Source: an optimization exercise on an open RTL-to-GDS flow (aim: small area). Production flows keep margins and buffers that such runs may drop. RTL that was checked went through simulation tests only; none was proved equivalent to the original. Only the layout flow was run in run 3; the RTL was not checked for function there. The clock port is modelled as an ideal driver; clocking choices that lean on that would not hold on a real chip.

==> flow/config.mk <==
export PLATFORM = sky130hd
export DESIGN_NAME = mpu_core_p
export DESIGN_NICKNAME = mpu_core_p
export VERILOG_FILES = /design/flow/design.v
export SDC_FILE = /design/flow/constraint.sdc
export NUM_CORES = 4
export LEC_CHECK = 0
export CAP_MARGIN = 20
export CORE_MARGIN = 2
export CORE_UTILIZATION = 60
export CTS_BUF_LIST = sky130_fd_sc_hd__clkbuf_8
export PLACE_DENSITY = 0.72
export SLEW_MARGIN = 20
export SYNTH_HIERARCHICAL = 1
export SYNTH_MINIMUM_KEEP_SIZE = 0
==> flow/constraint.sdc <==
create_clock -name core_clock -period 10.0 [get_ports {iClk}]
set_input_delay 2.0000 -clock core_clock [delete_from_list [all_inputs] [get_ports {iClk}]]
set_output_delay 2.0000 -clock core_clock [all_outputs]
set_load 0.01 [all_outputs]
==> flow/design.v <==
package mpu_pkg;
  typedef enum logic [2:0] {
    S_IDLE     = 3'd0,
    S_FETCH    = 3'd1,
    S_OPERAND  = 3'd2,
    S_EXEC     = 3'd3,
    S_WAIT_IN  = 3'd4,
    S_WAIT_OUT = 3'd5,
    S_HALT     = 3'd6
  } stateT;
  localparam logic [3:0] OP_NOP = 4'h0;
  localparam logic [3:0] OP_LDA = 4'h1;
  localparam logic [3:0] OP_STA = 4'h2;
  localparam logic [3:0] OP_ADD = 4'h3;
  localparam logic [3:0] OP_SUB = 4'h4;
  localparam logic [3:0] OP_AND = 4'h5;
  localparam logic [3:0] OP_OR  = 4'h6;
  localparam logic [3:0] OP_XOR = 4'h7;
  localparam logic [3:0] OP_INC = 4'h8;
  localparam logic [3:0] OP_DEC = 4'h9;
  localparam logic [3:0] OP_JMP = 4'hA;
  localparam logic [3:0] OP_JZ  = 4'hB;
  localparam logic [3:0] OP_JNZ = 4'hC;
  localparam logic [3:0] OP_IN  = 4'hD;
  localparam logic [3:0] OP_OUT = 4'hE;
  localparam logic [3:0] OP_HLT = 4'hF;
endpackage
import mpu_pkg::*;
module mpu_alu
#(
  parameter int DATA_W = 8
) (
  input  logic [3:0]        op,
  input  logic [DATA_W-1:0] a,
  input  logic [DATA_W-1:0] b,
  output logic [DATA_W-1:0] res,
  output logic              carry
);
  logic [DATA_W-1:0] addB;
  logic              addCin;
  logic [DATA_W:0]   sum;
  always_comb begin
    case (op)
      OP_ADD:  begin addB = b;        addCin = 1'b0; end
      OP_SUB:  begin addB = ~b;       addCin = 1'b1; end
      OP_INC:  begin addB = '0;       addCin = 1'b1; end
      default: begin addB = '1;       addCin = 1'b0; end
    endcase
  end
  assign sum = {1'b0, a} + {1'b0, addB} + {{DATA_W{1'b0}}, addCin};
  assign carry = sum[DATA_W] ^ op[2];
  always_comb begin
    case (op)
      OP_AND:  res = a & b;
      OP_OR:   res = a | b;
      OP_XOR:  res = a ^ b;
      OP_LDA:  res = b;
      default: res = sum[DATA_W-1:0];
    endcase
  end
endmodule
import mpu_pkg::*;
module mpu_core_p
#(
  parameter int DATA_W = 8,
  parameter int ADDR_W = 8
) (
  input  logic              iClk,
  input  logic              iRst,
  input  logic              iStart,
  input  logic              iLoadEn,
  input  logic [ADDR_W-1:0] iLoadAddr,
  input  logic [DATA_W-1:0] iLoadData,
  input  logic [DATA_W-1:0] iInData,
  input  logic              iInValid,
  output logic              oInReady,
  output logic [DATA_W-1:0] oOutData,
  output logic              oOutValid,
  input  logic              iOutReady,
  output logic [ADDR_W-1:0] oPC,
  output logic [DATA_W-1:0] oAcc,
  output logic [DATA_W-1:0] oIR,
  output logic [2:0]        oState,
  output logic              oZero,
  output logic              oSign,
  output logic              oCarry,
  output logic              oHalt,
  output logic              oBusy
);
  localparam int DEPTH = 2 ** ADDR_W;
  mpu_pkg::stateT    state;
  logic [ADDR_W-1:0] pc, arg, addr;
  logic [DATA_W-1:0] acc, ir;
  logic [DATA_W-1:0] mem [0:DEPTH-1];
  logic [DATA_W-1:0] rdata, wdata, aluRes, accNext;
  logic [DEPTH-1:0]  wordSel;
  logic [3:0]        op;
  logic              aluCarry;
  logic              loadOk, inExec, memWe, fetchHasArg;
  assign op     = ir[3:0];
  assign loadOk = (state == S_IDLE) || (state == S_HALT);
  assign inExec = (state == S_EXEC);
  assign addr   = loadOk ? iLoadAddr : (inExec ? arg : pc);
  assign memWe  = loadOk ? iLoadEn : (inExec && (op == OP_STA));
  assign wdata  = memWe ? (loadOk ? iLoadData : acc) : rdata;
  logic [15:0] hiN, loN;
  always_comb begin
    for (int j = 0; j < 16; j++) begin
      hiN[j]   = (addr[7:4] != j[3:0]);
      loN[j]   = (addr[3:0] != j[3:0]);
    end
  end
  logic [DATA_W-1:0] rdPart [0:85];
  genvar w, b, k;
  generate
    for (w = 0; w < DEPTH; w++) begin : gWord
      mpu_nor2 uSel (.a(hiN[w / 16]),   .b(loN[w % 16]), .y(wordSel[w]));
      always_ff @(posedge iClk) begin
        if (wordSel[w])
          mem[w] <= wdata;
      end
    end
    for (b = 0; b < DATA_W; b++) begin : gBit
      for (k = 0; k < 85; k++) begin : gPart
        mpu_aoi222 uAoi (
          .a0(mem[3*k][b]),   .s0(wordSel[3*k]),
          .a1(mem[3*k+1][b]), .s1(wordSel[3*k+1]),
          .a2(mem[3*k+2][b]), .s2(wordSel[3*k+2]),
          .y (rdPart[k][b])
        );
      end
      mpu_nand2 uLast (.a(mem[255][b]), .b(wordSel[255]), .y(rdPart[85][b]));
    end
  endgenerate
  always_comb begin
    rdata = '1;
    for (int i = 0; i < 86; i++)
      rdata = rdata & rdPart[i];
    rdata = ~rdata;
  end
  assign fetchHasArg = ((rdata[3:0] >= OP_LDA) && (rdata[3:0] <= OP_XOR)) ||
                       ((rdata[3:0] >= OP_JMP) && (rdata[3:0] <= OP_JNZ));
  mpu_alu #(.DATA_W(DATA_W)) uAlu (
    .op   (op),
    .a    (acc),
    .b    (rdata),
    .res  (aluRes),
    .carry(aluCarry)
  );
  assign accNext = (state == S_WAIT_IN) ? iInData : aluRes;
  always_ff @(posedge iClk) begin
    arg <= rdata;
  end
  always_ff @(posedge iClk or negedge iRst) begin
    if (!iRst) begin
      state    <= S_IDLE;
      pc       <= '0;
      acc      <= '0;
      ir       <= '0;
      oOutData <= '0;
      oZero    <= 1'b0;
      oSign    <= 1'b0;
      oCarry   <= 1'b0;
    end else begin
      case (state)
        S_IDLE, S_HALT: begin
          if (iStart) begin
            pc    <= '0;
            state <= S_FETCH;
          end
        end
        S_FETCH: begin
          ir    <= rdata;
          pc    <= pc + 1'b1;
          state <= fetchHasArg ? S_OPERAND : S_EXEC;
        end
        S_OPERAND: begin
          pc    <= pc + 1'b1;
          state <= S_EXEC;
        end
        S_EXEC: begin
          state <= S_FETCH;
          case (op)
            OP_LDA, OP_ADD, OP_SUB, OP_AND, OP_OR, OP_XOR, OP_INC, OP_DEC: begin
              acc   <= accNext;
              oZero <= (accNext == '0);
              oSign <= accNext[DATA_W-1];
              if ((op == OP_ADD) || (op == OP_SUB)) oCarry <= aluCarry;
            end
            OP_JMP: pc <= arg;
            OP_JZ:  if (oZero)  pc <= arg;
            OP_JNZ: if (!oZero) pc <= arg;
            OP_IN:  state <= S_WAIT_IN;
            OP_OUT: begin
              oOutData <= acc;
              state    <= S_WAIT_OUT;
            end
            OP_HLT: state <= S_HALT;
            default: ;
          endcase
        end
        S_WAIT_IN: begin
          if (iInValid) begin
            acc   <= accNext;
            oZero <= (accNext == '0);
            oSign <= accNext[DATA_W-1];
            state <= S_FETCH;
          end
        end
        S_WAIT_OUT: begin
          if (iOutReady) state <= S_FETCH;
        end
        default: state <= S_IDLE;
      endcase
    end
  end
  assign oInReady  = (state == S_WAIT_IN);
  assign oOutValid = (state == S_WAIT_OUT);
  assign oHalt     = (state == S_HALT);
  assign oBusy     = (state == S_FETCH) || (state == S_OPERAND) || (state == S_EXEC) ||
                     (state == S_WAIT_IN) || (state == S_WAIT_OUT);
  assign oPC    = pc;
  assign oAcc   = acc;
  assign oIR    = ir;
  assign oState = state;
endmodule
module mpu_nor2 (
  input  logic a,
  input  logic b,
  output logic y
);
  assign y = ~(a | b);
endmodule
module mpu_nand2 (
  input  logic a,
  input  logic b,
  output logic y
);
  assign y = ~(a & b);
endmodule
module mpu_aoi222 (
  input  logic a0, s0,
  input  logic a1, s1,
  input  logic a2, s2,
  output logic y
);
  assign y = ~((a0 & s0) | (a1 & s1) | (a2 & s2));
endmodule
==> flow/run.sh <==
#!/bin/bash
# synth_recipe.tcl (not shown) runs the flow's synth.tcl, then flattens the netlist and writes it again
# the make line also repeats each setting of config.mk as NAME=value (left out here)
make -C /OpenROAD-flow-scripts/flow DESIGN_CONFIG=/design/flow/config.mk WORK_HOME=/design/flow/orfs CLKGATE_MAP_FILE= SYNTH_SCRIPT=/design/flow/synth_recipe.tcl finish
==> results of run 1 <==
cell usage after synthesis, drive strengths merged, types with 4 or more instances:
cell / count
clkbuf: 8
nand2b: 7
nor2: 293
o31a: 4
dfrtp: 37
nand2: 71
ha: 24
inv: 32
nand3: 21
nor4: 44
or4: 6
a22oi: 4
a21oi: 47
a222oi: 680
dfxtp: 8
and3: 5
nor3: 6
nor2b: 4
nand4: 195
mux2i: 27
buf: 20
mux2: 12
o22a: 9
a21o: 12
o22ai: 8
edfxtp: 2048
a31oi: 4
o21ai: 37
layout by cell type (no fill, tap or decap), types with 22 or more instances in the layout:
master	instances
nand4_1	192
o21ai_1	22
clkinv_1	73
edfxtp_1	2048
nor4_1	40
nor2_1	289
dfrtp_1	37
a222oi_1	680
clkinv_2	25
a21oi_1	36
clkbuf_8	341
ha_1	24
clkdlybuf4s50_1	70
inv_1	142
buf_4	358
nand2_1	71
through the flow:
| stage | utilization, % | instance area, sq um | setup WS, ps |
|---|---|---|---|
| 5_1_grt | 69.8 | 86300 | 913 |
| 3_3_place_gp | 65.1 | 80500 | 560 |
| 6_report | 69.8 | 86300 | 1240 |
| 2_1_floorplan | - | 74800 | -2870 |
| 3_5_place_dp | 65.1 | 80500 | 704 |
| 4_1_cts | 69.7 | 86200 | 1670 |
modules after synthesis (local to each module, per instance), excerpt:
module	cell area, sq um	flops+latches
mpu_aoi222	10.0	0
mpu_core_p	65800	2093
mpu_nand2	3.75	0
mpu_nor2	3.75	0
state kept, by name, indices dropped and copies added, names as in the netlist:
| register | flops |
|---|---|
| acc | 8 |
| arg | 8 |
| ir | 8 |
| mem | 2048 |
| oCarry | 1 |
| oOutData | 8 |
| oZero | 1 |
| pc | 8 |
| state | 3 |
layout make-up:
cell class	instances	area [sq um]	share of cell area (%)
Multi-Input combinational cell	1569	12000	14.0
Sequential cell	2093	62600	72.6
Inverter	32	120	0.139
Timing Repair Buffer	449	3800	4.41
Clock buffer	341	4690	5.44
Tap cell	1637	2050	2.37
Clock inverter	220	967	1.12
Antenna cell	3	7.51	0.00870
per-layer routing:
layer  share of wire, %  wire length (um)
met3                 12             22500
met1                 38             70500
met2                 47             87600
met4                3.0              5520
met5              0.027                51
logic make-up (layout without fill, tap and decap cells):
family | Yosys count | after routing
fa+ha+maj | 26 | 26
compound gates | 833 | 833
xor+xnor | 6 | 6
mux | 39 | 39
other cells | 0 | 3
flops | 2093 | 2093
buf+inv | 60 | 1042
simple gates | 665 | 665
worst max-delay path by stage:
| stage | to | cells past startpoint |
|---|---|---|
| final | oZero | 24 |
| after global routing | oZero | 28 |
| after CTS | oZero | 29 |
| after detailed placement | oZero | 23 |
| after global placement | oZero | 22 |
| after floorplan | mem[0][3] | 9 |
worst reg2reg max path: cells and delay by family, from the launching register on:
family / cells / cell delay [ps]
simple gates: 12 / 4450
flops: 1 / 660
compound gates: 10 / 2530
buf+inv: 2 / 610
xor+xnor: 1 / 110
fa+ha+maj: 1 / 270
==> results.sh, run 1 <==
export IMPL_min_from="oOutData[3]"
export IMPL_path_buf_inv=3
export IMPL_drt_pass1_iter_count=14
export IMPL_endpoint_kind="flip-flop"
export IMPL_io_buffers=71
export IMPL_fmax_mhz=114
export IMPL_syn_mean_instance_area_sq_um=20.1
export IMPL_finalNonFillerCells=6344
export IMPL_antenna_found_initial=7
export IMPL_clk_pin_slew_ps=60
export IMPL_use_met2_pct=45.0
export IMPL_arrival_ps=9690
export IMPL_r2r_cells=26
export IMPL_crit_reg2reg_launch="state[2]"
export IMPL_met3_usage_pct=6.90
export IMPL_syn_nets=3778
export IMPL_insertion_delay_ps=1020
export IMPL_top_usage_layer="met2"
export IMPL_fillers=7667
export IMPL_grt_start_max_net_pins=248
export IMPL_crit_type="primary input to flip-flop"
export IMPL_die_y_um=357
export IMPL_first_global_vias=41739
export IMPL_synth_top_area_share_pct=82.3
export IMPL_crit_family="simple AND/OR/NAND/NOR gates"
export IMPL_routed_via_density=6.89
export IMPL_drive_gt1_share_pct=17.0
export IMPL_worstPathCellList="clkdlybuf4s50_1 -> a21oi_2 -> nor2_1 -> nand3_1 -> nor2_1 -> buf_4 -> a222oi_1 -> nand4_1 -> nor4_1 -> nand4_1 -> nor4_1 -> inv_1 -> a21oi_1 -> o22a_1 -> ha_1 -> and3_1 -> a221oi_1 -> xnor2_1 -> o32a_1 -> nor4_1 -> nand2_1 -> nor2_1 -> a31oi_1 -> o21ai_0"
export IMPL_die_x_um=357
export IMPL_post_cts_setup_buffers=0
export IMPL_synth_compound_area_share_pct=10.5
export IMPL_clock_path_buffers=4
export IMPL_cts_tree="done"
export IMPL_crit_path_max_incr_delay_ps=940
export IMPL_timing_hold_ws_ps=483
export IMPL_status="timing/DRC/antenna clean"
export IMPL_die_area_sq_um=127000
export IMPL_yosys_mux_area_fraction_pct=0.542
export IMPL_min_delay_path_depth=1
export IMPL_drt_iter0_drc=8656
export IMPL_cp_max_fo=11
export IMPL_finClkSkew_ps=75.1
export IMPL_ios=72
export IMPL_wl_per_cell_um=29.3
export IMPL_reg2reg_to="oZero"
export IMPL_grt_remaining_overflow=0
export IMPL_synth_area_sq_um=74800
export IMPL_cts_root_buf="clkbuf_8"
export IMPL_setup_tns_ps=0
export IMPL_routabilityCongestion=0.894
export IMPL_met1_usage_pct=41.6
export IMPL_grt_pass1_wl_um=272000
export IMPL_synth_cell_types=71
export IMPL_r2r_slack_ps=1280
export IMPL_synth_simple_gate_area_share_pct=4.39
export IMPL_start_util_pct=60.5
export IMPL_rows=129
export IMPL_detail_route_antenna_nets=0
export IMPL_synth_edf_count=2048
export IMPL_wl_um=186000
export IMPL_synthCells=3722
export IMPL_crit_required_ps=10940
export IMPL_worst_path_max_delay_cell="nor4_1"
export IMPL_area_growth_pct=15.4
export IMPL_yosys_top_cells_area="edfxtp_1 (82%), a222oi_1 (9.1%), nand4_1 (1.6%), nor2_1 (1.5%), dfrtp_1 (1.2%)"
export IMPL_max_slew_margin_rel_pct=20.2
export IMPL_ys_async_sr_fraction_pct=1.77
export IMPL_dp_hpwl_um=114000
export IMPL_cts_buffers=330
export IMPL_min_to="oOutData[3]"
export IMPL_timing_final_max_slew_violations=0
export IMPL_rsz0062_at_grt="false"
export IMPL_htree_levels=5
export IMPL_synth_fa_ha_area_share_pct=0.455
export IMPL_nets=4531
export IMPL_min_period_over_period_pct=87.6
export IMPL_worstMarginPinSlew_ps=1200
export IMPL_post_cts_resize_count=0
export IMPL_synth_ff_type="edfxtp_1"
export IMPL_crit_path_start_kind="primary input"
export IMPL_setup_viol=0
export IMPL_drc=0
export IMPL_synth_seq_area_share_pct=83.7
export IMPL_hold_viol=0
export IMPL_core_area_sq_um=124000
export IMPL_grtUsageTotal_pct=29.1
export IMPL_synth_xor_area_share_pct=0.0703
export IMPL_fin_crit_ps=8760
export IMPL_synth_top_area_cell="edfxtp_1"
export IMPL_maxCapViolations=0
export IMPL_placed_cells=5777
export IMPL_yosysWarnings=11
export IMPL_synth_seq_cells=2093
export IMPL_vias=43706
export IMPL_crit_start="iLoadAddr[7]"
export IMPL_hold_path_class="flip-flop to flip-flop"
export IMPL_hold_buffers=0
export IMPL_synth_top_family_by_area="compound AO/OA/AOI/OAI gates"
export IMPL_cts_sinks=2093
==> run 2: changes to the inputs <==
==> flow/flow/run.sh (new file) <==
#!/bin/bash
# Standard layout, with a leaner clock tree: larger sink clusters on
# clkbuf_16 and no dummy loads. Everything else is the standard flow.
set -euo pipefail
bash standard.sh \
  SYNTH_HIERARCHICAL=1 SYNTH_MINIMUM_KEEP_SIZE=0 \
  CORE_UTILIZATION=60 PLACE_DENSITY=0.72 \
  CTS_ARGS="-sink_clustering_enable -repair_clock_nets -dont_use_dummy_load -buf_list sky130_fd_sc_hd__clkbuf_16 -sink_clustering_size 30 -sink_clustering_max_diameter 80" \
  finish > flow_make.log 2>&1
==> flow/standard.sh (new file) <==
#!/bin/bash
# synth_recipe.tcl (not shown) runs the flow's synth.tcl, then flattens the netlist and writes it again
# the make line also repeats each setting of config.mk as NAME=value (left out here)
make -C /OpenROAD-flow-scripts/flow DESIGN_CONFIG=/design/flow/config.mk WORK_HOME=/design/flow/orfs CLKGATE_MAP_FILE= SYNTH_SCRIPT=/design/flow/synth_recipe.tcl "${@:-finish}"
--- a/flow/config.mk
+++ b/flow/config.mk
@@ -10,3 +10,2 @@
 export CORE_UTILIZATION = 60
-export CTS_BUF_LIST = sky130_fd_sc_hd__clkbuf_8
 export PLACE_DENSITY = 0.72
removed: flow/run.sh
==> run 2 against run 1 <==
  * Non-clock buffer count unchanged
  * Critical path type unchanged
  * Global-route usage decreased by 1.0 points
  * Die area unchanged
  * Via count decreased by 4.0%
  * Still clean on timing, DRC and antenna
  * Largest cell class unchanged
  * Highest routed layer unchanged
  * Register-to-register slack about the same
  * Clock skew decreased by 22 ps
==> results.sh, run 2 <==
export IMPL_status="timing/DRC/antenna clean"
export IMPL_hold_viol=0
export IMPL_grt_remaining_overflow=0
export IMPL_cp_max_fo=11
export IMPL_cts_tree="done"
export IMPL_htree_levels=3
export IMPL_min_period_over_period_pct=89.8
export IMPL_crit_type="primary input to flip-flop"
export IMPL_yosys_top_cells_area="edfxtp_1 (82%), a222oi_1 (9.1%), nand4_1 (1.6%), nor2_1 (1.5%), dfrtp_1 (1.2%)"
export IMPL_diodes=0
export IMPL_drt_iter0_drc=8594
export IMPL_cts_buffers=83
export IMPL_crit_path_start_kind="primary input"
export IMPL_die_area_sq_um=127000
export IMPL_post_cts_setup_buffers=0
export IMPL_dp_hpwl_um=114000
export IMPL_synth_seq_area_share_pct=83.7
export IMPL_nets=4284
export IMPL_grtUsageTotal_pct=28.1
export IMPL_wl_um=181000
export IMPL_wl_per_cell_um=30.9
export IMPL_rows=129
export IMPL_routabilityCongestion=0.894
export IMPL_final_util_pct=66.9
export IMPL_detail_route_antenna_nets=0
export IMPL_hold_path_class="flip-flop to flip-flop"
export IMPL_die_y_um=357
export IMPL_cts_root_buf="clkbuf_16"
export IMPL_maxCapViolations=0
export IMPL_syn_nets=3778
export IMPL_drc=0
export IMPL_vias=41979
export IMPL_fmax_mhz=111
export IMPL_synth_seq_cells=2093
export IMPL_crit_family="simple AND/OR/NAND/NOR gates"
export IMPL_die_x_um=357
export IMPL_synthCells=3722
export IMPL_clk_pin_slew_ps=60
export IMPL_synth_area_sq_um=74800
export IMPL_grt_pass1_wl_um=264000
export IMPL_syn_mean_instance_area_sq_um=20.1
export IMPL_cts_sinks=2093
export IMPL_core_area_sq_um=124000
export IMPL_worst_path_max_delay_cell="nor4_1"
export IMPL_timing_final_max_slew_violations=0
export IMPL_io_buffers=71
export IMPL_finClkSkew_ps=52.9
export IMPL_yosysWarnings=11
export IMPL_fin_crit_ps=8980
export IMPL_crit_required_ps=10580
export IMPL_largest_reg_flops=2048
export IMPL_final_cell_mix="edfxtp_1 (2048), a222oi_1 (680), buf_4 (358)"
export IMPL_area_growth_pct=10.6
export IMPL_stdcell_area_sq_um=82700
export IMPL_timing_hold_ws_ps=485
export IMPL_synth_top_area_cell="edfxtp_1"
export IMPL_drt_pass1_iter_count=12
export IMPL_hold_buffers=0
export IMPL_crit_path_max_incr_delay_ps=930
export IMPL_rsz0062_at_grt="false"
export IMPL_setup_viol=0
export IMPL_synth_edf_count=2048
export IMPL_start_util_pct=60.5
export IMPL_yosysMostFrequentCell="edfxtp_1"
export IMPL_insertion_delay_ps=710
export IMPL_post_dp_cell_area_sq_um=80500
export IMPL_drive_gt1_share_pct=11.9
export IMPL_r2r_slack_ps=1290
export IMPL_final_common_cell="edfxtp_1"
export IMPL_synth_cell_types=71
export IMPL_routed_via_density=7.16
export IMPL_endpoint_kind="flip-flop"
export IMPL_post_cts_resize_count=0
export IMPL_antenna_found_initial=6
export IMPL_grt_start_max_net_pins=248
export IMPL_worstPathCellList="clkdlybuf4s50_1 -> a21oi_2 -> nor2_1 -> nand3_1 -> nor2_1 -> buf_4 -> a222oi_1 -> nand4_1 -> nor4_1 -> nand4_1 -> nor4_1 -> inv_1 -> a21oi_1 -> o22a_1 -> ha_1 -> and3_1 -> a221oi_1 -> xnor2_1 -> o32a_1 -> nor4_1 -> nand2_1 -> nor2_1 -> a31oi_1 -> o21ai_0"
export IMPL_arrival_ps=9560
export IMPL_ys_async_sr_fraction_pct=1.77
export IMPL_regMostFlops="mem"
export IMPL_worstMarginPinSlew_ps=1260
export IMPL_synth_ff_type="edfxtp_1"
export IMPL_synthTopCellsByCount="edfxtp_1 (2048), a222oi_1 (680), nor2_1 (293)"
export IMPL_clock_path_buffers=3
export IMPL_path_buf_inv=3
export IMPL_first_global_vias=39473
export IMPL_ios=72
export IMPL_synth_top_area_share_pct=82.3
export IMPL_max_slew_margin_rel_pct=16.0
## run 2: cell type report
cell class,instances,area (sq um)
clock buffers,83,2080
well taps,1637,2050
flip-flops and latches,2093,62600
inverters,32,120
multi-input cells,1569,12000
repair buffers,449,3800
fillers,8033,41000
## run 2: final timing paths
kind / cells past startpoint / start / end
max in group asynchronous: 1 / iRst / pc[7]
max reg2reg: 26 / state[1] / oZero
min reg2reg: 1 / oOutData[4] / oOutData[4]
min in group asynchronous: 1 / iRst / state[1]
min: 1 / oOutData[4] / oOutData[4]
max: 24 / iLoadAddr[7] / oZero
## run 2: modules after synthesis, one instance, submodules excluded, excerpt
module | cell area [sq um] | cells inside
mpu_nand2 | 3.75 | 1
mpu_aoi222 | 10.0 | 1
mpu_nor2 | 3.75 | 1
mpu_core_p | 65800 | 2617
## run 2: cells by family (layout without fill, tap and decap cells)
logic type | count (synthesis) | after routing | share of synthesized area, %
buffers and inverters | 60 | 564 | 0.358
AOI/OAI and AO/OA | 833 | 833 | 10.5
xor gates and xnor gates | 6 | 6 | 0.0703
DFF | 2093 | 2093 | 83.7
adders and majority gates | 26 | 26 | 0.455
muxes | 39 | 39 | 0.542
and+or+nand+nor | 665 | 665 | 4.39
## run 2: routing by layer
| metal | global-route usage, % | wire length [um] |
|---|---|---|
| met3 | 4.79 | 19700 |
| met4 | 7.94 | 5240 |
| met1 | 41.3 | 69700 |
| met5 | 0 | 55 |
| met2 | 44.4 | 86300 |
## run 2: stage by stage
step	setup WS [ps]	setup TNS, ps	instances
2_1_floorplan	-2870	-1470610	3722
3_3_place_gp	560	0	5774
3_5_place_dp	704	0	5777
4_1_cts	1390	0	5860
5_1_grt	696	0	5863
6_report	1020	0	5863
==> run 3: changes to the inputs <==
--- a/flow/design.v
+++ b/flow/design.v
@@ -38,22 +38,27 @@
 );
-  logic [DATA_W-1:0] addB;
-  logic              addCin;
-  logic [DATA_W:0]   sum;
+  logic              useB, invB, cin;
+  logic [DATA_W-1:0] y, x, g, p;
+  logic [DATA_W:0]   c;
+  assign useB = !op[3];
+  assign invB = op[2] | (op[3] & op[0]);
+  assign cin  = op[2] | (op[3] & !op[0]);
+  assign y    = ({DATA_W{useB}} & b) ^ {DATA_W{invB}};
+  assign c[0] = cin;
+  genvar i;
+  generate
+    for (i = 0; i < DATA_W; i++) begin : gAdd
+      assign c[i+1] = (a[i] & y[i]) | (c[i] & (a[i] ^ y[i]));
+    end
+  endgenerate
+  assign carry = c[DATA_W] ^ op[2];
+  assign g = a & b;
+  assign p = a | b;
+  assign x = a ^ b;
   always_comb begin
     case (op)
-      OP_ADD:  begin addB = b;        addCin = 1'b0; end
-      OP_SUB:  begin addB = ~b;       addCin = 1'b1; end
-      OP_INC:  begin addB = '0;       addCin = 1'b1; end
-      default: begin addB = '1;       addCin = 1'b0; end
-    endcase
-  end
-  assign sum = {1'b0, a} + {1'b0, addB} + {{DATA_W{1'b0}}, addCin};
-  assign carry = sum[DATA_W] ^ op[2];
-  always_comb begin
-    case (op)
-      OP_AND:  res = a & b;
-      OP_OR:   res = a | b;
-      OP_XOR:  res = a ^ b;
+      OP_AND:  res = g;
+      OP_OR:   res = p;
+      OP_XOR:  res = x;
       OP_LDA:  res = b;
-      default: res = sum[DATA_W-1:0];
+      default: res = a ^ y ^ c[DATA_W-1:0];
     endcase
@@ -95,3 +100,4 @@
   logic [DATA_W-1:0] rdata, wdata, aluRes, accNext;
-  logic [DEPTH-1:0]  wordSel;
+  logic [DEPTH-1:0]  wordSel, wordSelN;
+  logic [DATA_W-1:0] memD [0:DEPTH-1];
   logic [3:0]        op;
@@ -105,7 +111,7 @@
   assign wdata  = memWe ? (loadOk ? iLoadData : acc) : rdata;
-  logic [15:0] hiN, loN;
+  logic [15:0] hi, lo;
   always_comb begin
     for (int j = 0; j < 16; j++) begin
-      hiN[j]   = (addr[7:4] != j[3:0]);
-      loN[j]   = (addr[3:0] != j[3:0]);
+      hi[j] = (addr[7:4] == j[3:0]);
+      lo[j] = (addr[3:0] == j[3:0]);
     end
@@ -116,6 +122,10 @@
     for (w = 0; w < DEPTH; w++) begin : gWord
-      mpu_nor2 uSel (.a(hiN[w / 16]),   .b(loN[w % 16]), .y(wordSel[w]));
+      mpu_and2  uSel  (.a(hi[w / 16]), .b(lo[w % 16]), .y(wordSel[w]));
+      mpu_nand2 uSelN (.a(hi[w / 16]), .b(lo[w % 16]), .y(wordSelN[w]));
+      for (b = 0; b < DATA_W; b++) begin : gBitCell
+        mpu_ao22 uHold (.a1(mem[w][b]), .a2(wordSelN[w]), .b1(wdata[b]), .b2(wordSel[w]),
+                        .y(memD[w][b]));
+      end
       always_ff @(posedge iClk) begin
-        if (wordSel[w])
-          mem[w] <= wdata;
+        mem[w] <= memD[w];
       end
@@ -226,3 +236,3 @@
 endmodule
-module mpu_nor2 (
+module mpu_and2 (
   input  logic a,
@@ -231,3 +241,3 @@
 );
-  assign y = ~(a | b);
+  assign y = a & b;
 endmodule
@@ -248 +258,8 @@
 endmodule
+module mpu_ao22 (
+  input  logic a1, a2,
+  input  logic b1, b2,
+  output logic y
+);
+  assign y = (a1 & a2) | (b1 & b2);
+endmodule
==> flow/flow/run.sh (replaced) <==
#!/bin/bash
set -euo pipefail
bash standard.sh \
  BUFFER_PORTS_ARGS="-buffer_cell sky130_fd_sc_hd__buf_1" \
  CTS_ARGS="-sink_clustering_enable -repair_clock_nets -dont_use_dummy_load -buf_list sky130_fd_sc_hd__clkbuf_4" \
  finish > flow_make.log 2>&1
--- a/flow/config.mk
+++ b/flow/config.mk
@@ -7,3 +7,3 @@
 export LEC_CHECK = 0
-export CAP_MARGIN = 20
+export CAP_MARGIN = 0
 export CORE_MARGIN = 2
@@ -11,3 +11,3 @@
 export PLACE_DENSITY = 0.72
-export SLEW_MARGIN = 20
+export SLEW_MARGIN = 0
 export SYNTH_HIERARCHICAL = 1
==> run 3 against run 2 <==
  * Synthesized cell count increased by 63%
  * Core utilization rose by 2.3 points
  * Via count increased by 55%
  * Area after synthesis shrank 0.88%
  * Largest cell class unchanged
==> results.sh, run 3 <==
export IMPL_status="timing/DRC/antenna clean"
export IMPL_rows=128
export IMPL_wl_um=252000
export IMPL_cts_sinks=2093
export IMPL_stdcell_area_sq_um=84500
export IMPL_dp_hpwl_um=169000
export IMPL_crit_reg2reg_launch="state[2]"
export IMPL_area_growth_pct=14.0
export IMPL_antenna_found_initial=15
export IMPL_fmax_mhz=103
export IMPL_min_period_over_period_pct=97.2
export IMPL_yosys_top_cells_area="dfxtp_1 (56%), a22o_1 (24%), a222oi_1 (9.3%), and2_1 (2.2%), nand4_1 (2.2%)"
export IMPL_ys_async_sr_fraction_pct=1.77
export IMPL_clock_path_buffers=4
export IMPL_dp_slack_ps=-126
export IMPL_endpoint="oZero"
export IMPL_final_cell_mix="dfxtp_1 (2056), a22o_1 (2048), a222oi_1 (688)"
export IMPL_syn_nets=6116
export IMPL_grt_pass1_wl_um=376000
export IMPL_crit_path_start_kind="flip-flop"
export IMPL_crit_type="flip-flop to flip-flop"
export IMPL_hold_viol=0
export IMPL_r2r_cells=32
export IMPL_worst_path_max_delay_cell="dfrtp_1"
export IMPL_endpoint_kind="flip-flop"
export IMPL_detail_route_antenna_nets=0
export IMPL_regArea_sq_um=42100
export IMPL_drt_iter0_drc=11064
export IMPL_regMostFlops="mem"
export IMPL_timing_hold_ws_ps=480
export IMPL_routed_via_density=7.43
export IMPL_io_buffers=71
export IMPL_first_global_vias=60346
export IMPL_r2r_slack_ps=280
export IMPL_multi_input_area_sq_um=32100
export IMPL_post_dp_cell_area_sq_um=80300
export IMPL_reg2reg_to="oZero"
export IMPL_vias=64956
export IMPL_crit_path_max_incr_delay_ps=650
export IMPL_synth_seq_cells=2093
export IMPL_yosysMostFrequentCell="dfxtp_1"
export IMPL_synthCells=6061
export IMPL_synth_cell_types=59
export IMPL_crit_path_frequent_cell="fa_1"
export IMPL_drt_pass1_iter_count=13
export IMPL_grtUsageTotal_pct=38.3
export IMPL_largest_reg_flops=2048
export IMPL_crit_start="state[2]"
export IMPL_cts_tree="done"
export IMPL_finalNonFillerCells=8745
export IMPL_arrival_ps=10860
export IMPL_final_setup_worst_slack_ps=284
export IMPL_grt_remaining_overflow=0
export IMPL_synth_ff_type="dfxtp_1"
export IMPL_worstMarginPinSlew_ps=1380
export IMPL_syn_mean_instance_area_sq_um=12.2
export IMPL_maxCapViolations=0
export IMPL_setup_viol=0
export IMPL_insertion_delay_ps=1300
export IMPL_die_x_um=355
export IMPL_die_area_sq_um=126000
export IMPL_finClkSkew_ps=102
export IMPL_synth_area_sq_um=74100
export IMPL_fin_crit_ps=9720
export IMPL_yosysWarnings=12
export IMPL_fillers=9324
export IMPL_synth_top_area_share_pct=55.5
export IMPL_nets=7165
export IMPL_final_common_cell="dfxtp_1"
export IMPL_synth_seq_area_share_pct=56.8
export IMPL_max_slew_margin_rel_pct=7.24
export IMPL_cp_max_fo=32
export IMPL_htree_levels=6
export IMPL_drc=0
export IMPL_timing_final_max_slew_violations=0
export IMPL_ios=72
export IMPL_cts_root_buf="clkbuf_4"
export IMPL_synth_edf_count=0
export IMPL_synth_top_area_cell="dfxtp_1"
export IMPL_start_util_pct=60.6
export IMPL_cts_buffers=542
export IMPL_hold_path_class="flip-flop to flip-flop"
export IMPL_clk_pin_slew_ps=60
export IMPL_core_area_sq_um=122000
export IMPL_grt_start_max_net_pins=185
export IMPL_synthTopCellsByCount="dfxtp_1 (2056), a22o_1 (2048), a222oi_1 (688)"
export IMPL_die_y_um=355
export IMPL_wl_per_cell_um=28.8
export IMPL_placed_cells=8185
export IMPL_min_delay_path_depth=1
export IMPL_drive_gt1_share_pct=15.0
export IMPL_routabilityCongestion=0.965
export IMPL_crit_required_ps=11140
==> run 3: worst min path at each step <==
| stage | start | slack (ps) | to |
|---|---|---|---|
| 2_1_floorplan | mem[0][0] | 460 | mem[0][0] |
| 3_3_place_gp | mem[24][6] | 470 | mem[24][6] |
| 3_5_place_dp | mem[177][3] | 470 | mem[177][3] |
| 4_1_cts | mem[217][3] | 480 | mem[217][3] |
| 5_1_grt | mem[1][1] | 490 | mem[1][1] |
| 6_report | mem[166][7] | 480 | mem[166][7] |
==> run 3: area by class of cell <==
type | instances | area share, %
Timing Repair Buffer | 531 | 4.78
Sequential cell | 2093 | 49.8
Antenna cell | 12 | 0.0356
Multi-Input combinational cell | 3910 | 38.0
Tap cell | 1625 | 2.41
Clock buffer | 542 | 4.82
Inverter | 32 | 0.142
==> run 3: Yosys stat by module, one instance, submodules excluded, excerpt <==
| module | cells | cell area, sq um | flip-flops and latches | times used |
|---|---|---|---|---|
| mpu_core_p | 2709 | 45900 | 2093 | 1 |
| mpu_ao22 | 1 | 8.76 | 0 | 2048 |
| mpu_and2 | 1 | 6.26 | 0 | 256 |
| mpu_aoi222 | 1 | 10.0 | 0 | 680 |
| mpu_nand2 | 1 | 3.75 | 0 | 264 |
==> run 3: stage by stage <==
| stage | setup TNS (ps) | util, % |
|---|---|---|
| global route | -15.2 | 69.1 |
| global placement | -157 | 65.7 |
| floorplan | -406240 | - |
| CTS | 0 | 69.0 |
| finish | 0 | 69.1 |
| detailed placement | -126 | 65.7 |
==> run 3: what timing repair did <==
item / CTS / global route
hold buffers: 0 / 0
setup buffers: 0 / 5
gates resized for setup: 0 / 4
endpoints found under the setup margin: 0 / 1
==> run 3: critical path: cells and delay by family (launching register included) <==
kind | cells | cell delay (ps)
adders and majority gates | 8 | 3060
and+or+nand+nor | 9 | 2740
AOI/OAI and AO/OA | 8 | 2100
buffers and inverters | 6 | 890
DFF | 1 | 650
xor gates and xnor gates | 1 | 160
==> run 3: cells by family (layout without fill, tap and decap cells) <==
kind of cell | after synthesis | count (layout) | share of synthesized area, %
simple gates | 987 | 987 | 7.29
other cells | 0 | 12 | 0
buf+inv | 59 | 1105 | 0.346
xor+xnor | 10 | 10 | 0.118
fa+ha+maj | 25 | 25 | 0.503
flops | 2093 | 2093 | 56.8
compound gates | 2849 | 2850 | 34.4
mux | 38 | 38 | 0.530
==> run 3: routing by layer <==
layer  up-vias  global-route usage, %  wire, um
met2      4051                   54.9    107000
met1     31944                   53.3    104000
li1      28371                      -         -
met4        10                   18.9     11800
met5         -                      0        59
met3       580                   10.0     29800
==> run 4: changes to the inputs <==
--- a/flow/design.v
+++ b/flow/design.v
@@ -36,2 +36,3 @@
   output logic [DATA_W-1:0] res,
+  output logic              zero,
   output logic              carry
@@ -45,9 +46,5 @@
   assign y    = ({DATA_W{useB}} & b) ^ {DATA_W{invB}};
-  assign c[0] = cin;
-  genvar i;
-  generate
-    for (i = 0; i < DATA_W; i++) begin : gAdd
-      assign c[i+1] = (a[i] & y[i]) | (c[i] & (a[i] ^ y[i]));
-    end
-  endgenerate
+  logic [DATA_W:0] sum;
+  assign sum = {1'b0, a} + {1'b0, y} + {{DATA_W{1'b0}}, cin};
+  assign c   = {sum[DATA_W], {DATA_W{1'b0}}};
   assign carry = c[DATA_W] ^ op[2];
@@ -56,2 +53,18 @@
   assign x = a ^ b;
+  logic [DATA_W-1:0] ay, need;
+  logic              zeroSum, zeroLogic, isLogic;
+  assign ay      = a ^ y;
+  assign need    = {a[DATA_W-2:0] | y[DATA_W-2:0], cin};
+  assign zeroSum = (ay == need);
+  assign isLogic = (op == OP_LDA) || (op == OP_AND) || (op == OP_OR) || (op == OP_XOR);
+  logic [DATA_W-1:0] logicRes;
+  always_comb begin
+    case (op[1:0])
+      2'b01:   logicRes = (op[2]) ? g : b;
+      2'b10:   logicRes = p;
+      default: logicRes = x;
+    endcase
+  end
+  assign zeroLogic = (logicRes == '0);
+  assign zero      = isLogic ? zeroLogic : zeroSum;
   always_comb begin
@@ -62,3 +75,3 @@
       OP_LDA:  res = b;
-      default: res = a ^ y ^ c[DATA_W-1:0];
+      default: res = sum[DATA_W-1:0];
     endcase
@@ -103,7 +116,8 @@
   logic [3:0]        op;
-  logic              aluCarry;
+  logic              aluCarry, aluZero, zeroNext;
   logic              loadOk, inExec, memWe, fetchHasArg;
   assign op     = ir[3:0];
-  assign loadOk = (state == S_IDLE) || (state == S_HALT);
-  assign inExec = (state == S_EXEC);
+  logic loadOkQ, inExecQ;
+  assign loadOk = loadOkQ;
+  assign inExec = inExecQ;
   assign addr   = loadOk ? iLoadAddr : (inExec ? arg : pc);
@@ -122,4 +136,4 @@
     for (w = 0; w < DEPTH; w++) begin : gWord
-      mpu_and2  uSel  (.a(hi[w / 16]), .b(lo[w % 16]), .y(wordSel[w]));
       mpu_nand2 uSelN (.a(hi[w / 16]), .b(lo[w % 16]), .y(wordSelN[w]));
+      mpu_inv   uSel  (.a(wordSelN[w]), .y(wordSel[w]));
       for (b = 0; b < DATA_W; b++) begin : gBitCell
@@ -157,5 +171,7 @@
     .res  (aluRes),
+    .zero (aluZero),
     .carry(aluCarry)
   );
-  assign accNext = (state == S_WAIT_IN) ? iInData : aluRes;
+  assign accNext  = (state == S_WAIT_IN) ? iInData : aluRes;
+  assign zeroNext = (state == S_WAIT_IN) ? (iInData == '0) : aluZero;
   always_ff @(posedge iClk) begin
@@ -163,5 +179,35 @@
   end
+  mpu_pkg::stateT stateNext;
+  always_comb begin
+    stateNext = state;
+    case (state)
+      S_IDLE, S_HALT: if (iStart) stateNext = S_FETCH;
+      S_FETCH:        stateNext = fetchHasArg ? S_OPERAND : S_EXEC;
+      S_OPERAND:      stateNext = S_EXEC;
+      S_EXEC: begin
+        case (op)
+          OP_IN:   stateNext = S_WAIT_IN;
+          OP_OUT:  stateNext = S_WAIT_OUT;
+          OP_HLT:  stateNext = S_HALT;
+          default: stateNext = S_FETCH;
+        endcase
+      end
+      S_WAIT_IN:  if (iInValid)  stateNext = S_FETCH;
+      S_WAIT_OUT: if (iOutReady) stateNext = S_FETCH;
+      default:    stateNext = S_IDLE;
+    endcase
+  end
   always_ff @(posedge iClk or negedge iRst) begin
     if (!iRst) begin
-      state    <= S_IDLE;
+      state   <= S_IDLE;
+      loadOkQ <= 1'b1;
+      inExecQ <= 1'b0;
+    end else begin
+      state   <= stateNext;
+      loadOkQ <= (stateNext == S_IDLE) || (stateNext == S_HALT);
+      inExecQ <= (stateNext == S_EXEC);
+    end
+  end
+  always_ff @(posedge iClk or negedge iRst) begin
+    if (!iRst) begin
       pc       <= '0;
@@ -176,18 +222,12 @@
         S_IDLE, S_HALT: begin
-          if (iStart) begin
-            pc    <= '0;
-            state <= S_FETCH;
-          end
+          if (iStart) pc <= '0;
         end
         S_FETCH: begin
-          ir    <= rdata;
-          pc    <= pc + 1'b1;
-          state <= fetchHasArg ? S_OPERAND : S_EXEC;
+          ir <= rdata;
+          pc <= pc + 1'b1;
         end
         S_OPERAND: begin
-          pc    <= pc + 1'b1;
-          state <= S_EXEC;
+          pc <= pc + 1'b1;
         end
         S_EXEC: begin
-          state <= S_FETCH;
           case (op)
@@ -195,3 +235,3 @@
               acc   <= accNext;
-              oZero <= (accNext == '0);
+              oZero <= zeroNext;
               oSign <= accNext[DATA_W-1];
@@ -202,8 +242,3 @@
             OP_JNZ: if (!oZero) pc <= arg;
-            OP_IN:  state <= S_WAIT_IN;
-            OP_OUT: begin
-              oOutData <= acc;
-              state    <= S_WAIT_OUT;
-            end
-            OP_HLT: state <= S_HALT;
+            OP_OUT: oOutData <= acc;
             default: ;
@@ -214,11 +249,7 @@
             acc   <= accNext;
-            oZero <= (accNext == '0);
+            oZero <= zeroNext;
             oSign <= accNext[DATA_W-1];
-            state <= S_FETCH;
           end
         end
-        S_WAIT_OUT: begin
-          if (iOutReady) state <= S_FETCH;
-        end
-        default: state <= S_IDLE;
+        default: ;
       endcase
@@ -236,8 +267,7 @@
 endmodule
-module mpu_and2 (
+module mpu_inv (
   input  logic a,
-  input  logic b,
-  output logic y
-);
-  assign y = a & b;
+  output logic y
+);
+  assign y = ~a;
 endmodule
==> flow/flow/run.sh (replaced) <==
#!/bin/bash
set -euo pipefail
bash standard.sh \
  BUFFER_PORTS_ARGS="-buffer_cell sky130_fd_sc_hd__buf_1" \
  CTS_ARGS="-sink_clustering_enable -repair_clock_nets -dont_use_dummy_load -buf_list sky130_fd_sc_hd__clkbuf_16 -sink_clustering_size 26 -sink_clustering_max_diameter 70" \
  finish > flow_make.log 2>&1
--- a/flow/config.mk
+++ b/flow/config.mk
@@ -7,7 +7,7 @@
 export LEC_CHECK = 0
-export CAP_MARGIN = 0
+export CAP_MARGIN = 20
 export CORE_MARGIN = 2
-export CORE_UTILIZATION = 60
-export PLACE_DENSITY = 0.72
-export SLEW_MARGIN = 0
+export CORE_UTILIZATION = 72
+export PLACE_DENSITY = 0.82
+export SLEW_MARGIN = 20
 export SYNTH_HIERARCHICAL = 1
==> run 4 against run 3 <==
  * Sequential share of layout area is 3.0 points higher
  * Global-route usage grew 5.3 points
  * Via count shrank 3.9%
  * Fmax rose by 9.6%
  * Routed wire length shrank 4.2%
  * Critical path type is now primary input to flip-flop
  * Critical path depth is 6 lower
  * Final cell count down 11%
  * Count of clock-buffer cells in the layout decreased by 443
  * Register-to-register slack better by 1100 ps
  * Design area decreased by 5.6%
  * Highest routed layer unchanged
==> results.sh, run 4 <==
export IMPL_die_area_sq_um=105000
export IMPL_io_buffers=71
export IMPL_crit_path_start_kind="primary input"
export IMPL_status="timing/DRC/antenna clean"
export IMPL_synth_seq_area_share_pct=56.9
export IMPL_worstMarginPinSlew_ps=1380
export IMPL_synthTopCellsByCount="dfxtp_1 (2056), a22o_1 (2048), a222oi_1 (683)"
export IMPL_fin_crit_ps=8860
export IMPL_wl_per_cell_um=31.0
export IMPL_final_cell_mix="dfxtp_1 (2056), a22o_1 (2048), a222oi_1 (683)"
export IMPL_crit_path_max_incr_delay_ps=1160
export IMPL_crit_type="primary input to flip-flop"
export IMPL_crit_reg2reg_launch="loadOkQ"
export IMPL_min_delay_path_depth=1
export IMPL_yosysMostFrequentCell="dfxtp_1"
export IMPL_drt_iter0_drc=11650
export IMPL_post_cts_resize_count=0
export IMPL_synth_area_sq_um=74000
export IMPL_cts_buffers=99
export IMPL_setup_tns_ps=0
export IMPL_worst_path_max_delay_cell="nor4_1"
export IMPL_rsz0062_at_grt="false"
export IMPL_timing_final_max_slew_violations=0
export IMPL_synth_ff_type="dfxtp_1"
export IMPL_synth_cell_types=63
export IMPL_core_area_sq_um=102000
export IMPL_endpoint_kind="flip-flop"
export IMPL_dp_slack_ps=830
export IMPL_finClkSkew_ps=63.2
export IMPL_routabilityCongestion=1.04
export IMPL_rows=117
export IMPL_dp_hpwl_um=157000
export IMPL_area_growth_pct=7.74
export IMPL_final_common_cell="dfxtp_1"
export IMPL_cts_root_buf="clkbuf_16"
export IMPL_min_from="oOutData[2]"
export IMPL_stdcell_area_sq_um=79700
export IMPL_antenna_found_initial=13
export IMPL_post_dp_cell_area_sq_um=77100
export IMPL_cp_max_fo=16
export IMPL_final_setup_worst_slack_ps=1140
export IMPL_cts_sinks=2095
export IMPL_crit_required_ps=10580
export IMPL_arrival_ps=9440
export IMPL_finalNonFillerCells=7808
export IMPL_grt_start_max_net_pins=197
export IMPL_post_cts_setup_buffers=0
export IMPL_crit_family="simple AND/OR/NAND/NOR gates"
export IMPL_synthCells=6167
export IMPL_htree_levels=3
export IMPL_r2r_slack_ps=1410
export IMPL_yosysWarnings=12
export IMPL_routed_via_density=8.00
export IMPL_insertion_delay_ps=750
export IMPL_grt_pass1_wl_um=359000
export IMPL_start_util_pct=72.6
export IMPL_die_x_um=325
export IMPL_max_slew_margin_rel_pct=8.10
export IMPL_die_y_um=325
export IMPL_reg2reg_to="oCarry"
export IMPL_clk_pin_slew_ps=70
export IMPL_min_period_over_period_pct=88.6
export IMPL_cts_tree="done"
export IMPL_synth_top_area_share_pct=55.6
export IMPL_grt_remaining_overflow=0
export IMPL_drive_gt1_share_pct=4.29
export IMPL_hold_viol=0
export IMPL_vias=62430
export IMPL_drt_pass1_iter_count=15
export IMPL_hold_path_class="flip-flop to flip-flop"
export IMPL_grtUsageTotal_pct=43.5
export IMPL_wl_um=242000
export IMPL_regMostFlops="mem"
export IMPL_r2r_cells=25
export IMPL_syn_mean_instance_area_sq_um=12.0
export IMPL_maxCapViolations=0
export IMPL_final_util_pct=78.3
export IMPL_ios=72
export IMPL_placed_cells=7692
export IMPL_first_global_vias=56167
export IMPL_syn_nets=6233
export IMPL_min_to="oOutData[2]"
export IMPL_path_buf_inv=6
export IMPL_setup_viol=0
export IMPL_yosys_top_cells_area="dfxtp_1 (56%), a22o_1 (24%), a222oi_1 (9.2%), nand4_1 (2.2%), nand2_1 (1.7%)"
export IMPL_nets=6497
export IMPL_ys_async_sr_fraction_pct=1.86
export IMPL_largest_reg_flops=2048
export IMPL_hold_buffers=0
export IMPL_fmax_mhz=113
export IMPL_detail_route_antenna_nets=0
export IMPL_synth_seq_cells=2095
export IMPL_clock_path_buffers=3
export IMPL_drc=0
export IMPL_synth_edf_count=0
export IMPL_synth_top_area_cell="dfxtp_1"
-- run 4: changes by cell type in the layout (fill, tap and decap cells not counted), sizes merged, moves of 17 or more --
cell,before,now
and2,256,0
buf,530,186
clkbuf,543,100
ha,17,34
inv,32,299
nand2,310,339
nor2,16,67
nor4,93,65
-- run 4: final cells by class --
| class | instances | area (sq um) |
|---|---|---|
| Antenna cell | 11 | 27.5 |
| Clock buffer | 99 | 2480 |
| Fill cell | 6604 | 22200 |
| Inverter | 299 | 1120 |
| Multi-Input combinational cell | 3749 | 30900 |
| Sequential cell | 2095 | 42100 |
| Tap cell | 1368 | 1710 |
| Timing Repair Buffer | 187 | 1330 |
-- run 4: worst max path at each step --
stage / start / endpoint / slack [ps] / cells past startpoint
finish: iLoadAddr[0] / oCarry / 1140 / 26
global placement: iLoadAddr[0] / oCarry / 730 / 26
global route: iLoadAddr[1] / oCarry / 1020 / 26
floorplan: iLoadAddr[6] / mem[0][4] / -2980 / 13
detailed placement: iLoadAddr[0] / oCarry / 830 / 26
CTS: iLoadAddr[0] / oCarry / 1540 / 26
-- run 4: kinds of logic after synthesis --
logic type,count (synthesis),share of synthesized area [%]
adder cells (fa/ha/maj),37,0.643
XOR/XNOR,21,0.249
flip-flops,2095,56.9
AO/OA/AOI/OAI,2856,34.5
multiplexers,41,0.583
buffers and inverters,323,1.66
AND/OR/NAND/NOR,794,5.40
-- run 4: through the flow --
stage	hold WS [ps]
2_1_floorplan	455
6_report	490
5_1_grt	497
4_1_cts	488
3_5_place_dp	470
3_3_place_gp	465
-- run 4: worst register-to-register path: cells and delay by family, from the launching register on --
kind	cells	cell delay (ps)
muxes	1	300
DFF	1	950
buffers and inverters	5	1130
and+or+nand+nor	9	3540
AOI/OAI and AO/OA	6	1560
xor gates and xnor gates	2	330
adders and majority gates	2	660
-- run 4: routing by layer --
layer / share of wire [%] / global-route usage (%) / vias up
met5: 0.098 / 0 / -
met4: 6.8 / 25.3 / 14
met3: 13 / 10.3 / 761
met2: 42 / 61.3 / 4380
met1: 39 / 61.1 / 30575
li1: - / - / 26700
-- run 4: modules after synthesis, one instance, submodules excluded, a selection --
module | area (sq um) | cells | flip-flops and latches | copies in the design
mpu_core_p | 45900 | 2729 | 2095 | 1
mpu_aoi222 | 10.0 | 1 | 0 | 680
mpu_ao22 | 8.76 | 1 | 0 | 2048
mpu_inv | 3.75 | 1 | 0 | 256
mpu_nand2 | 3.75 | 1 | 0 | 264
==> run 5: changes to the inputs <==
--- a/flow/config.mk
+++ b/flow/config.mk
@@ -9,4 +9,4 @@
 export CORE_MARGIN = 2
-export CORE_UTILIZATION = 72
-export PLACE_DENSITY = 0.82
+export CORE_UTILIZATION = 60
+export PLACE_DENSITY = 0.72
 export SLEW_MARGIN = 20
==> run 5 against run 4 <==
  * Synthesized cell count unchanged
  * Highest routed layer unchanged
  * Critical path depth unchanged
  * Worst hold slack worse by 2.0 ps
  * Still clean
  * Largest cell class unchanged
==> results.sh, run 5 <==
export IMPL_status="timing/DRC/antenna clean"
export IMPL_drc=0
export IMPL_wl_met1_um=103000
export IMPL_grt_remaining_overflow=0
export IMPL_ys_async_sr_fraction_pct=1.86
export IMPL_die_y_um=355
export IMPL_synth_top_area_cell="dfxtp_1"
export IMPL_yosysWarnings=12
export IMPL_rows=128
export IMPL_io_buffers=71
export IMPL_detail_route_antenna_nets=0
export IMPL_crit_required_ps=10590
export IMPL_synth_seq_area_share_pct=56.9
export IMPL_stdcell_area_sq_um=80300
export IMPL_drt_iter0_drc=10402
export IMPL_clk_pin_slew_ps=70
export IMPL_core_area_sq_um=122000
export IMPL_arrival_ps=9530
export IMPL_grt_start_max_net_pins=176
export IMPL_dp_hpwl_um=164000
export IMPL_crit_path_max_incr_delay_ps=880
export IMPL_timing_hold_ws_ps=488
export IMPL_cts_buffers=109
export IMPL_routed_wl_met2_um=104000
export IMPL_rsz0062_at_grt="false"
export IMPL_final_common_cell="dfxtp_1"
export IMPL_cts_sinks=2095
export IMPL_first_global_vias=54800
export IMPL_dp_slack_ps=457
export IMPL_final_setup_worst_slack_ps=1070
export IMPL_fin_crit_ps=8930
export IMPL_final_util_pct=65.8
export IMPL_routabilityCongestion=0.953
export IMPL_synthCells=6167
export IMPL_crit_type="primary input to flip-flop"
export IMPL_setup_tns_ps=0
export IMPL_synth_top_area_share_pct=55.6
export IMPL_post_cts_resize_count=0
export IMPL_crit_family="simple AND/OR/NAND/NOR gates"
export IMPL_top_layer="met5"
export IMPL_synth_ff_type="dfxtp_1"
export IMPL_die_x_um=355
export IMPL_antenna_found_initial=9
export IMPL_grtUsageTotal_pct=37.7
export IMPL_synth_cell_types=63
export IMPL_syn_mean_instance_area_sq_um=12.0
export IMPL_ios=72
export IMPL_drt_pass1_iter_count=15
export IMPL_min_period_over_period_pct=89.3
export IMPL_start_util_pct=60.6
export IMPL_cts_tree="done"
export IMPL_area_growth_pct=8.54
export IMPL_drive_gt1_share_pct=4.63
export IMPL_wl_um=249000
export IMPL_largest_reg_flops=2048
export IMPL_grt_pass1_wl_um=367000
export IMPL_path_buf_inv=6
export IMPL_routed_via_density=7.54
export IMPL_fmax_mhz=112
export IMPL_cp_max_fo=16
export IMPL_cts_root_buf="clkbuf_16"
export IMPL_hold_viol=0
export IMPL_finClkSkew_ps=84.5
export IMPL_max_slew_margin_rel_pct=11.0
export IMPL_syn_nets=6233
export IMPL_worst_path_max_delay_cell="nor4_2"
export IMPL_post_cts_setup_buffers=0
export IMPL_htree_levels=3
export IMPL_synth_edf_count=0
export IMPL_yosysMostFrequentCell="dfxtp_1"
export IMPL_die_area_sq_um=126000
export IMPL_nets=6523
export IMPL_vias=60917
export IMPL_synth_area_sq_um=74000
export IMPL_synth_seq_cells=2095
export IMPL_wl_met3_um=28500
export IMPL_maxCapViolations=0
export IMPL_regMostFlops="mem"
export IMPL_hold_buffers=0
export IMPL_hold_path_class="flip-flop to flip-flop"
export IMPL_crit_path_start_kind="primary input"
export IMPL_clock_path_buffers=3
export IMPL_insertion_delay_ps=770
export IMPL_timing_final_max_slew_violations=0
export IMPL_worstMarginPinSlew_ps=1330
export IMPL_final_cell_mix="dfxtp_1 (2056), a22o_1 (2048), a222oi_1 (683)"
export IMPL_synthTopCellsByCount="dfxtp_1 (2056), a22o_1 (2048), a222oi_1 (683)"
export IMPL_endpoint_kind="flip-flop"
export IMPL_setup_viol=0
export IMPL_post_dp_cell_area_sq_um=77600
export IMPL_wl_per_cell_um=30.8
export IMPL_yosys_top_cells_area="dfxtp_1 (56%), a22o_1 (24%), a222oi_1 (9.2%), nand4_1 (2.2%), nand2_1 (1.7%)"
run 5: per-stage QoR:
stage | std cells
after CTS | 8077
after global placement | 7964
final | 8084
after floorplan | 6167
after global routing | 8080
after detailed placement | 7968
run 5: final timing paths:
kind                         startpoint           to  slack, ps  cells after the start
max in group asynchronous          iRst        ir[4]       7990                      1
setup reg to reg                loadOkQ       oCarry       1300                     25
setup / recovery           iLoadAddr[0]       oCarry       1070                     26
min in group asynchronous          iRst  oOutData[7]       1410                      1
hold reg to reg             mem[246][0]  mem[246][0]        490                      1
hold / removal              mem[246][0]  mem[246][0]        490                      1
run 5: area by class of cell:
type | count | area (sq um)
Tap cell | 1625 | 2030
Clock buffer | 109 | 2730
Antenna cell | 4 | 10.0
Multi-Input combinational cell | 3749 | 30900
Inverter | 299 | 1120
Timing Repair Buffer | 203 | 1380
Fill cell | 9663 | 41700
Sequential cell | 2095 | 42100
run 5: worst reg2reg max path: stages (launching register included):
cell,delay (ps)
dfstp_2,960
nand2_1,310
o21a_1,200
nand2_1,260
nor2_4,150
buf_4,320
nand2_1,350
inv_1,330
a222oi_1,530
nand4_1,630
nor4_2,880
nand4_1,480
nor4_2,420
buf_4,240
inv_1,140
xor2_1,180
o21ai_0,310
fa_1,250
inv_1,60
fa_1,420
a21oi_2,170
nor2_1,90
a2111oi_4,330
a21oi_1,140
xor2_1,160
mux2_1,300
run 5: layer usage:
layer / up-vias / global-route usage [%]
met5: - / 0
met4: 12 / 18.1
met3: 549 / 8.63
met2: 3385 / 53.8
met1: 30222 / 53.9
li1: 26749 / -
run 5: kinds of logic (layout without fill, tap and decap cells):
group / Yosys count / after routing / share of synthesized area [%]
compound gates: 2856 / 2856 / 34.5
fa+ha+maj: 37 / 37 / 0.643
simple gates: 794 / 794 / 5.40
buf+inv: 323 / 611 / 1.66
xor+xnor: 21 / 21 / 0.249
flops: 2095 / 2095 / 56.9
other cells: 0 / 4 / 0
mux: 41 / 41 / 0.583
run 5: modules after synthesis, one instance, submodules excluded, a selection:
module / copies in the design / cell area [sq um] / flip-flops and latches
mpu_ao22: 2048 / 8.76 / 0
mpu_core_p: 1 / 45900 / 2095
mpu_aoi222: 680 / 10.0 / 0
mpu_inv: 256 / 3.75 / 0
mpu_nand2: 264 / 3.75 / 0
==> run 6: changes to the inputs <==
--- a/flow/design.v
+++ b/flow/design.v
@@ -36,3 +36,2 @@
   output logic [DATA_W-1:0] res,
-  output logic              zero,
   output logic              carry
@@ -53,18 +52,2 @@
   assign x = a ^ b;
-  logic [DATA_W-1:0] ay, need;
-  logic              zeroSum, zeroLogic, isLogic;
-  assign ay      = a ^ y;
-  assign need    = {a[DATA_W-2:0] | y[DATA_W-2:0], cin};
-  assign zeroSum = (ay == need);
-  assign isLogic = (op == OP_LDA) || (op == OP_AND) || (op == OP_OR) || (op == OP_XOR);
-  logic [DATA_W-1:0] logicRes;
-  always_comb begin
-    case (op[1:0])
-      2'b01:   logicRes = (op[2]) ? g : b;
-      2'b10:   logicRes = p;
-      default: logicRes = x;
-    endcase
-  end
-  assign zeroLogic = (logicRes == '0);
-  assign zero      = isLogic ? zeroLogic : zeroSum;
   always_comb begin
@@ -116,3 +99,3 @@
   logic [3:0]        op;
-  logic              aluCarry, aluZero, zeroNext;
+  logic              aluCarry, zeroNext;
   logic              loadOk, inExec, memWe, fetchHasArg;
@@ -171,3 +154,2 @@
     .res  (aluRes),
-    .zero (aluZero),
     .carry(aluCarry)
@@ -175,3 +157,3 @@
   assign accNext  = (state == S_WAIT_IN) ? iInData : aluRes;
-  assign zeroNext = (state == S_WAIT_IN) ? (iInData == '0) : aluZero;
+  assign zeroNext = (accNext == '0);
   always_ff @(posedge iClk) begin
==> flow/flow/run.sh (replaced) <==
#!/bin/bash
set -euo pipefail
bash standard.sh \
  BUFFER_PORTS_ARGS="-buffer_cell sky130_fd_sc_hd__buf_1" \
  CTS_ARGS="-sink_clustering_enable -repair_clock_nets -dont_use_dummy_load -buf_list sky130_fd_sc_hd__clkbuf_16 -sink_clustering_size 30 -sink_clustering_max_diameter 80" \
  finish > flow_make.log 2>&1
==> run 6 against run 5 <==
  * Still clean
  * Core utilization shrank 0.11 points
  * Via count grew 0.10%
  * Synthesized cell count shrank 0.55%
  * Global-route usage shrank 0.47 points
  * Design area shrank 0.30%
  * Critical endpoint is now oZero
==> results.sh, run 6 <==
export IMPL_io_buffers=71
export IMPL_cts_sinks=2095
export IMPL_die_area_sq_um=126000
export IMPL_synth_edf_count=0
export IMPL_routabilityCongestion=1.03
export IMPL_worst_path_max_delay_cell="a222oi_1"
export IMPL_nets=6531
export IMPL_drc=0
export IMPL_area_growth_pct=8.62
export IMPL_multi_input_area_sq_um=30700
export IMPL_endpoint_kind="flip-flop"
export IMPL_fillers=9490
export IMPL_finClkSkew_ps=76.9
export IMPL_wl_per_cell_um=30.4
export IMPL_die_y_um=355
export IMPL_largest_reg_flops=2048
export IMPL_fmax_mhz=111
export IMPL_synth_area_sq_um=73700
export IMPL_placed_cells=8009
export IMPL_regArea_sq_um=42100
export IMPL_vias=60979
export IMPL_grt_start_max_net_pins=169
export IMPL_rows=128
export IMPL_insertion_delay_ps=730
export IMPL_synth_top_area_cell="dfxtp_1"
export IMPL_min_period_over_period_pct=90.0
export IMPL_drt_pass1_iter_count=15
export IMPL_grt_remaining_overflow=0
export IMPL_status="timing/DRC/antenna clean"
export IMPL_crit_path_max_incr_delay_ps=960
export IMPL_routed_via_density=7.53
export IMPL_hold_viol=0
export IMPL_synth_seq_area_share_pct=57.2
export IMPL_worstMarginPinSlew_ps=1380
export IMPL_maxCapViolations=0
export IMPL_synth_top_area_share_pct=55.8
export IMPL_htree_levels=3
export IMPL_synth_cell_types=72
export IMPL_synthCells=6133
export IMPL_arrival_ps=9620
export IMPL_fin_crit_ps=9000
export IMPL_max_slew_margin_rel_pct=7.47
export IMPL_post_cts_setup_buffers=0
export IMPL_grtUsageTotal_pct=37.2
export IMPL_synth_seq_cells=2095
export IMPL_die_x_um=355
export IMPL_final_common_cell="dfxtp_1"
## run 6: cell count changes in the layout (fill, tap and decap cells not counted), moves of 4 or more
cell / previous run / this run
xor2_1: 13 / 9
ha_1: 34 / 24
o21ai_1: 42 / 38
mux2i_1: 24 / 20
xnor2_1: 8 / 4
clkbuf_16: 109 / 87
buf_2: 5 / 0
nor2_1: 48 / 42
inv_1: 297 / 291
o21a_1: 12 / 8
a21oi_1: 19 / 15
nor2_2: 6 / 12
buf_4: 115 / 188
## run 6: logic make-up (layout without fill, tap and decap cells)
logic type                 after synthesis  in the layout  share of synthesized area, %
other                                    0              3                             0
adders and majority gates               27             27                         0.475
DFF                                   2095           2095                          57.2
xor gates and xnor gates                13             13                         0.154
buffers and inverters                  317            657                          1.65
AOI/OAI and AO/OA                     2859           2859                          34.7
muxes                                   37             37                         0.531
and+or+nand+nor                        785            785                          5.33
## run 6: metal layers
layer / vias up / global-route usage [%] / wire [um]
met3: 577 / 8.72 / 29000
li1: 26728 / - / -
met5: - / 0 / 69
met2: 3565 / 54.3 / 104000
met1: 30103 / 52.2 / 99600
met4: 6 / 17.4 / 13800
## run 6: through the flow
stage | instance area [sq um] | utilization, % | TNS [ps] | hold slack (ps)
after detailed placement | 77900 | 63.9 | 0 | 470
after floorplan | 73700 | - | -2312840 | 455
after global placement | 77800 | 63.9 | 0 | 465
after global routing | 80100 | 65.7 | 0 | 497
final | 80100 | 65.7 | 0 | 481
after CTS | 80000 | 65.7 | 0 | 489
## run 6: per-module statistics from Yosys (local to each module, per instance), a selection
module,cells,flip-flops and latches,copies in the design
mpu_inv,1,0,256
mpu_nand2,1,0,264
mpu_aoi222,1,0,680
mpu_core_p,2728,2095,1
mpu_ao22,1,0,2048
## run 6: worst max-delay path: cells and delay by family
family	cells	cell delay, ps
and+or+nand+nor	14	3440
adders and majority gates	2	930
AOI/OAI and AO/OA	7	1970
buffers and inverters	5	1090
xor gates and xnor gates	1	160
## run 6: final timing paths
| kind | slack [ps] | endpoint | from | cells after the start |
|---|---|---|---|---|
| max | 1000 | oZero | iLoadAddr[0] | 29 |
| min | 480 | ir[6] | ir[6] | 2 |
| max reg2reg | 1240 | oZero | loadOkQ | 28 |
| min reg2reg | 480 | ir[6] | ir[6] | 2 |
| max in group asynchronous | 7910 | oOutData[7] | iRst | 1 |
| min in group asynchronous | 1450 | pc[3] | iRst | 1 |
## run 6: area by class of cell
cell class                      count  share of cell area [%]
Antenna cell                        3                 0.00938
Clock buffer                       87                    2.72
Inverter                          295                    1.38
Multi-Input combinational cell   3721                    38.3
Sequential cell                  2095                    52.6
Tap cell                         1625                    2.54
Timing Repair Buffer              275                    2.45

-- afterwards: timing with drivers on the ports --
No port has a modelled driver above. Below, the same layouts with a new extraction and two added sets of constraints. Step 1: set_driving_cell puts a clkbuf_16 on iClk and a buf_2 on each other input, an assumption about the parent block. Step 2 moves the port delays by t, midway between the first and last clock arrival at a register: inputs arrive t later, outputs are due t later. That takes back most of the time a late clock gives input paths. Three values: ideal ports, drivers, drivers and shift; two values: the first two.
run | shift t [ns] | slack for setup (ns) | worst register clock-pin slew, ns
run 1 | 1.065 | 1.244 / 1.284 / 0.231 | 0.07 / 0.07
run 2 | 0.756 | 1.024 / 1.076 / 0.320 | 0.12 / 0.12
run 3 | 1.323 | 0.284 / 0.284 / -0.362 | 0.08 / 0.08
run 4 | 0.794 | 1.139 / 1.183 / 0.388 | 0.10 / 0.10
run 5 | 0.818 | 1.066 / 1.123 / 0.305 | 0.11 / 0.11
run 6 | 0.770 | 1.000 / 1.045 / 0.276 | 0.12 / 0.12
With both steps, setup timing fails in run 3, where it was met with ideal ports. For run 1, which loses most, drivers alone change the setup slack by +0.040 ns; drivers and shift together by -1.013 ns.
